What follows belongs to an exercise in optimizing a design on an open flow for a short achievable clock period and few clock cycles; a production flow would make more cautious choices. RTL that was checked went through simulation tests only; none was proved equivalent to the original. The clock port is modelled as an ideal driver; clocking choices that lean on that would not hold on a real chip.

## 07-28
==> module avm_read_issuer, before the edit <==
module avm_read_issuer #(
  parameter int unsigned MAX_PEND = 4
) (
  input  logic        clk,
  input  logic        reset,
  input  logic        load_i,         
  input  logic [31:0] load_addr_i,
  input  logic        nz_i,           
  input  logic        zero_i,         
  input  logic        cnt_i,          
  input  logic [31:0] cnt_val_i,
  input  logic        take_i,         
  input  logic        rsp_i,          
  input  logic        waitrequest_i,
  output logic        read_o,
  output logic [31:0] address_o
);
  localparam logic [5:0] SPACE = 6'(2 * rt_pkg::TRI_HWORDS);
  logic [1:0]  ph_q, ph_d;
  logic        read_q, read_d;
  logic [31:0] addr_q;
  logic        b0_q, wrap;
  logic [3:0]  lo_q, lo_nxt;
  logic [26:0] hi_q, hi_nxt, hp1_q;
  logic [4:0]  hw_q, hw_d;
  logic        left_one;             
  logic        dec_q, dec_d;         
  logic [2:0]  pend_q, pend_d;
  logic [5:0]  space_q, space_d;     
  logic        sdec_q, sdec_d;       
  logic [5:0]  space;                
  logic        nz_q, nz_d;           
  logic        acc;
  logic        hw_last, rec_last, nz;
  logic        can_acc, can_noacc;
  logic        pend_ok_acc, pend_ok_noacc;
  assign acc      = read_q && !waitrequest_i;
  assign hw_last  = (ph_q == rt_pkg::IssHdr) ? (hw_q == 5'd13) : (hw_q == 5'd17);
  assign rec_last = left_one;
  assign nz       = nz_q || nz_i;
  assign space    = space_q - 6'(sdec_q);
  always_comb begin
    can_acc   = 1'b0;
    can_noacc = 1'b0;
    unique case (ph_q)
      rt_pkg::IssHdr: begin
        can_acc   = !hw_last || nz;
        can_noacc = 1'b1;
      end
      rt_pkg::IssWait: begin
        can_acc   = 1'b0;
        can_noacc = nz_i;
      end
      rt_pkg::IssTri: begin
        can_acc   = !(hw_last && rec_last) && (space > 6'd1);
        can_noacc = (space != 6'd0);
      end
      default: ;
    endcase
  end
  assign pend_ok_acc   = rsp_i || (pend_q < 3'(MAX_PEND - 1));
  assign pend_ok_noacc = rsp_i || (pend_q < 3'(MAX_PEND));
  always_comb begin
    if (read_q) read_d = waitrequest_i || (can_acc && pend_ok_acc);
    else        read_d = can_noacc && pend_ok_noacc;
    ph_d    = ph_q;
    hw_d    = hw_q;
    dec_d   = 1'b0;
    space_d = space + (take_i ? 6'(rt_pkg::TRI_HWORDS) : 6'd0);
    sdec_d  = acc && (ph_q == rt_pkg::IssTri);
    pend_d  = pend_q + 3'(acc) - 3'(rsp_i);
    nz_d    = nz_q || nz_i;
    if (acc) begin
      hw_d = hw_last ? 5'd0 : hw_q + 5'd1;
      if (ph_q == rt_pkg::IssHdr && hw_last) begin
        ph_d    = nz ? rt_pkg::IssTri : rt_pkg::IssWait;
      end
      if (ph_q == rt_pkg::IssTri) begin
        if (hw_last) begin
          dec_d = 1'b1;
          if (rec_last) ph_d = rt_pkg::IssEnd;
        end
      end
    end
    if (ph_q == rt_pkg::IssWait) begin
      if (nz_i)   ph_d = rt_pkg::IssTri;
      if (zero_i) ph_d = rt_pkg::IssEnd;
    end
    if (load_i) begin
      read_d  = (load_addr_i[4:1] != 4'hF);
      ph_d    = rt_pkg::IssHdr;
      hw_d    = '0;
      pend_d  = '0;
      nz_d    = 1'b0;
      space_d = SPACE;
      sdec_d  = 1'b0;
    end
  end
  always_ff @(posedge clk) begin
    if (!reset) begin
      read_q  <= 1'b0;
      ph_q    <= rt_pkg::IssEnd;
      hw_q    <= '0;
      dec_q   <= 1'b0;
      pend_q  <= '0;
      space_q <= '0;
      sdec_q  <= 1'b0;
      nz_q    <= 1'b0;
    end else begin
      read_q  <= read_d;
      ph_q    <= ph_d;
      hw_q    <= hw_d;
      dec_q   <= dec_d;
      pend_q  <= pend_d;
      space_q <= space_d;
      sdec_q  <= sdec_d;
      nz_q    <= nz_d;
    end
  end
  assign wrap     = (lo_q == 4'hF);
  assign lo_nxt   = acc ? lo_q + 4'd1 : lo_q;
  assign hi_nxt   = (acc && wrap) ? hp1_q : hi_q;
  always_ff @(posedge clk) begin
    if (!reset)      addr_q <= '0;
    else if (load_i) addr_q <= load_addr_i;
    else             addr_q <= {hi_nxt, lo_nxt, b0_q};
  end
  always_ff @(posedge clk) begin
    if (load_i) begin
      b0_q <= load_addr_i[0];
      lo_q <= load_addr_i[4:1];
      hi_q <= load_addr_i[31:5];
    end else begin
      lo_q <= lo_nxt;
      hi_q <= hi_nxt;
    end
    hp1_q <= hi_q + 27'd1;
  end
  rec_countdown u_left (
    .clk    (clk),
    .reset  (reset),
    .load_i (cnt_i),
    .val_i  (cnt_val_i),
    .dec_i  (dec_q),
    .one_o  (left_one)
  );
  assign read_o    = read_q;
  assign address_o = addr_q;
endmodule
==> flow/config.mk <==
export PLATFORM = sky130hd
export DESIGN_NAME = scene_fetch
export DESIGN_NICKNAME = scene_fetch
export VERILOG_FILES = /design/flow/design.v
export SDC_FILE = /design/flow/constraint.sdc
export NUM_CORES = 4
export LEC_CHECK = 0
export ABC_CLOCK_PERIOD_IN_PS = 2500
export CAP_MARGIN = 20
export CORE_MARGIN = 2
export CORE_UTILIZATION = 40
export SETUP_SLACK_MARGIN = 5
export SLEW_MARGIN = 20
==> flow/constraint.sdc <==
create_clock -name core_clock -period 8.0 [get_ports {clk}]
set_input_delay 1.6000 -clock core_clock [delete_from_list [all_inputs] [get_ports {clk}]]
set_output_delay 1.6000 -clock core_clock [all_outputs]
set_load 0.01 [all_outputs]
standard.sh (not shown) runs the stock make flow with config.mk's settings and CLKGATE_MAP_FILE= SYNTH_SCRIPT=/design/flow/synth_recipe.tcl, a recipe that flattens the netlist after the stock synthesis.
==> flow/flow/run.sh <==
#!/bin/bash
# Standard ORFS layout with four changes: timing repair aims for 5.5 ns of setup slack;
# before detailed placement, the registers that drive output ports are moved next to their
# port buffers (flow/pre_dp.tcl); clock sinks are clustered 25 per leaf buffer within
# 100 um; and the clock tree's root buffer is removed after CTS (flow/pre_cts.tcl) so the
# clock port drives the 4 first-level buffers directly. ORFS writes each step's log under
# orfs/logs; make's output goes to flow_make.log.
set -euo pipefail
bash standard.sh SETUP_SLACK_MARGIN=5.5 CTS_CLUSTER_SIZE=25 CTS_CLUSTER_DIAMETER=100 \
  PRE_DETAIL_PLACE_TCL="$PWD/flow/pre_dp.tcl" PRE_CTS_TCL="$PWD/flow/pre_cts.tcl" \
  finish > flow_make.log 2>&1
Other scripts of this flow, unchanged in this note and not shown: flow/flow/pre_cts.tcl, flow/flow/pre_dp.tcl
Testbench counts of 07-28, summed over its fixed seeds: cycles 89,225.
Setup changes, 07-28 to 11-09
--- a/flow/design.v
+++ b/flow/design.v
@@ -43,8 +43,5 @@
   logic [1:0]  ph_q, ph_d;
   logic        read_q, read_d;
-  logic [31:0] addr_q;
-  logic        b0_q, wrap;
-  logic [3:0]  lo_q, lo_nxt;
-  logic [26:0] hi_q, hi_nxt, hp1_q;
+  logic [31:0] addr_q, addr_h;
   logic [4:0]  hw_q, hw_d;
   logic        left_one;             
@@ -112,5 +109,5 @@
     end
     if (load_i) begin
-      read_d  = (load_addr_i[4:1] != 4'hF);
+      read_d  = 1'b1;
       ph_d    = rt_pkg::IssHdr;
       hw_d    = '0;
@@ -142,22 +139,13 @@
     end
   end
-  assign wrap     = (lo_q == 4'hF);
-  assign lo_nxt   = acc ? lo_q + 4'd1 : lo_q;
-  assign hi_nxt   = (acc && wrap) ? hp1_q : hi_q;
   always_ff @(posedge clk) begin
     if (!reset)      addr_q <= '0;
     else if (load_i) addr_q <= load_addr_i;
-    else             addr_q <= {hi_nxt, lo_nxt, b0_q};
+    else if (acc)    addr_q <= addr_h + 32'd2;
+    else             addr_q <= addr_h;
   end
   always_ff @(posedge clk) begin
-    if (load_i) begin
-      b0_q <= load_addr_i[0];
-      lo_q <= load_addr_i[4:1];
-      hi_q <= load_addr_i[31:5];
-    end else begin
-      lo_q <= lo_nxt;
-      hi_q <= hi_nxt;
-    end
-    hp1_q <= hi_q + 27'd1;
+    if (load_i)      addr_h <= load_addr_i;
+    else if (acc)    addr_h <= addr_h + 32'd2;
   end
   rec_countdown u_left (
--- outcome ---
- 11-09 reached the final stage; the timing, design-rule and antenna checks on its layout passed.
- 11-09 vs 07-28 — area added between synthesis and finish rose 0.93 points.
- Of 11-09 and 07-28, 07-28 shows the higher flip-flop and latch count, with 11-09 below it.
- Synthesized cell count (higher): 07-28
- 07-28 → 11-09: final routed wirelength across all metal layers now larger; final cell area excluding filler cells now smaller; final routed wire length divided by cell count now larger; ratio of cells with drive above 1 in the final layout now larger; sequential cell area now smaller.
- Comparing clock sink total for 11-09 and 07-28, the bigger number came from 07-28.
Function not checked in 11-09: the RTL went through the layout flow alone.

re-timing with driven ports:
Ports are ideal in the flow. The routed layouts listed here were re-timed in OpenROAD.
Step 1, drivers: a clkbuf_16 drives clk and a buf_2 each remaining input, both assumed.
Step 2, shift: input delay + t, output delay - t, t = (earliest + latest rising clock arrival at the registers) / 2. This alone moves slack from input paths to output paths.
Slacks: ideal / step 1 / step 2; pairs: ideal / step 1.
run | t, ns | setup WS [ns] | worst setup path after step 2 | worst register clock-pin slew, ns | worst slew at a driven data input, ns
07-28 | 0.565 | 5.367 / 5.250 / 4.811 | input to register | 0.10 / 0.10 | 0.28
11-09 | 0.560 | 5.191 / 5.240 / 4.703 | input to register | 0.11 / 0.11 | 0.31
After both steps every run listed still meets setup and hold. For 07-28, which loses most, drivers alone change the setup slack by -0.117 ns; drivers and shift together by -0.556 ns.
